Background: an optimization exercise with open tools, aiming at small area. Do not read the settings as production practice. Function was checked by simulation only, so behaviour that the tests miss may differ from the original. Power and IR drop assume default switching activity.

== ember ==
==> flow/design.v (excerpt) <==
module motor_channel
(
	input  wire                             fpga_clk_50,
	input  wire                             hps_fpga_reset_n,
	input  wire [1:0]                       enc,       
	input  wire                             cmd_req,
	input  wire [60:0]                      cmd,       
	output logic                            cmd_ack,
	output logic signed [32-1:0]   count,
	output logic signed [16-1:0]   speed,
	output logic [8-1:0]           duty,
	output logic                            fwd,
	output logic                            rev,
	output logic                            pwm
);
Size in the first run: about 910 cells after synthesis, about 270 flip-flops, ~130 I/O pins, roughly 11000 um2 of cells after synthesis.
==> flow/config.mk <==
export PLATFORM = sky130hd
export DESIGN_NAME = motor_channel
export DESIGN_NICKNAME = motor_channel
export VERILOG_FILES = /design/flow/design.v
export SDC_FILE = /design/flow/constraint.sdc
export NUM_CORES = 4
export LEC_CHECK = 0
export CAP_MARGIN = 20
export CORE_MARGIN = 2
export CORE_UTILIZATION = 40
export CTS_BUF_LIST = sky130_fd_sc_hd__clkbuf_16
export CTS_CLUSTER_DIAMETER = 80
export CTS_CLUSTER_SIZE = 30
export SLEW_MARGIN = 20
==> flow/constraint.sdc <==
create_clock -name core_clock -period 20.0 [get_ports {fpga_clk_50}]
set_input_delay 4.0000 -clock core_clock [delete_from_list [all_inputs] [get_ports {fpga_clk_50}]]
set_output_delay 4.0000 -clock core_clock [all_outputs]
set_load 0.01 [all_outputs]
standard.sh (not shown) runs the stock make flow with config.mk's settings and CLKGATE_MAP_FILE= SYNTH_SCRIPT=/design/flow/synth_recipe.tcl, a recipe that flattens the netlist after the stock synthesis.
==> flow/flow/run.sh <==
#!/bin/bash
# standard layout, with the port buffers made of the smallest buffer cell
export BUFFER_PORTS_ARGS="-buffer_cell sky130_fd_sc_hd__buf_1"
export CTS_ARGS="-sink_clustering_enable -repair_clock_nets -buf_list sky130_fd_sc_hd__clkbuf_8 -sink_clustering_size 20 -sink_clustering_max_diameter 60 -dont_use_dummy_load"
bash standard.sh > standard.log 2>&1
Looking at the reports, ember completed the entire flow and the layout it produced met the timing, design-rule and antenna checks.
For nickel, these inputs were changed with respect to ember:
# ember
export LEC_CHECK = 0
export CAP_MARGIN = 20
export CORE_MARGIN = 2
export CORE_UTILIZATION = 40
export CTS_BUF_LIST = sky130_fd_sc_hd__clkbuf_16
export CTS_CLUSTER_DIAMETER = 80
export CTS_CLUSTER_SIZE = 30
export SLEW_MARGIN = 20
create_clock -name core_clock -period 20.0 [get_ports {fpga_clk_50}]
# nickel
export LEC_CHECK = 0
export CAP_MARGIN = 0
export CORE_MARGIN = 2
export CORE_UTILIZATION = 40
export CTS_BUF_LIST = sky130_fd_sc_hd__clkbuf_16
export CTS_CLUSTER_DIAMETER = 80
export CTS_CLUSTER_SIZE = 30
export SLEW_MARGIN = 0
create_clock -name core_clock -period 20.0 [get_ports {fpga_clk_50}]
==> flow/flow/run.sh <==
#!/bin/bash
# standard layout, with the port buffers made of the smallest buffer cell
export BUFFER_PORTS_ARGS="-buffer_cell sky130_fd_sc_hd__buf_1"

bash standard.sh > standard.log 2>&1
## What came out
ember → nickel: required time at the endpoint of the critical path fell 0.05 ns; clock latency at the later pin of the worst-skew pair decreased by 0.06 ns relative to the old numbers. Summary of nickel over ember: non-clock buffer count closely matched the old numbers; final instance count without filler cells closely matched the old numbers; post-synthesis to final-layout area growth increased by 1.6 points relative to the old numbers; final period demand of the worst path increased by 0.042 ns relative to the old numbers.
The inputs of zinc differ from those of nickel as listed below.
# nickel
export LEC_CHECK = 0
export CAP_MARGIN = 0
export CORE_MARGIN = 2
export CORE_UTILIZATION = 40
export CTS_BUF_LIST = sky130_fd_sc_hd__clkbuf_16
export CTS_CLUSTER_DIAMETER = 80
export CTS_CLUSTER_SIZE = 30
export SLEW_MARGIN = 0
create_clock -name core_clock -period 20.0 [get_ports {fpga_clk_50}]
# zinc
export LEC_CHECK = 0
export CAP_MARGIN = 20
export CORE_MARGIN = 2
export CORE_UTILIZATION = 40
export CTS_BUF_LIST = sky130_fd_sc_hd__clkbuf_16
export CTS_CLUSTER_DIAMETER = 80
export CTS_CLUSTER_SIZE = 30
export SLEW_MARGIN = 20
create_clock -name core_clock -period 20.0 [get_ports {fpga_clk_50}]
--- a/flow/flow/run.sh
+++ b/flow/flow/run.sh
@@ -4 +4 @@
-
+export CTS_ARGS="-sink_clustering_enable -repair_clock_nets -dont_use_dummy_load -buf_list sky130_fd_sc_hd__clkbuf_4 -sink_clustering_buffer sky130_fd_sc_hd__clkbuf_16 -sink_clustering_size 34 -sink_clustering_max_diameter 70"
Notes after the runs:
Across both runs, met2 wire length was lower for zinc than for nickel. zinc ended up with a higher sequential share of layout area than nickel did. zinc vs. nickel: total global routing track utilization roughly the same, synthesis-to-layout area growth lower, static leakage lower.

==> separate check: timing with driven ports <==
In the flow no input, the clock included, has a driving cell. The finished layouts below were timed again as built, in two steps.
Step 1: set_driving_cell puts a clkbuf_16 on fpga_clk_50 and a buf_2 on each other input, an assumption about the parent block.
Step 2, shift: input delay + t, output delay - t, t = (earliest + latest rising clock arrival at the registers) / 2. This alone moves slack from input paths to output paths.
Slacks: no drivers / after step 1 / after step 2; pairs: no drivers / after step 1.
run	t, ns	slack for setup (ns)	hold slack, ns	slew at the worst register clock pin (ns)
ember	0.569	6.233 / 6.233 / 6.233	0.343 / 0.343 / 0.343	0.11 / 0.11
nickel	0.532	6.191 / 6.191 / 6.191	0.349 / 0.349 / 0.349	0.11 / 0.11
zinc	0.744	6.172 / 6.172 / 6.172	0.348 / 0.348 / 0.348	0.11 / 0.11
After both steps setup and hold are still met in every run listed.
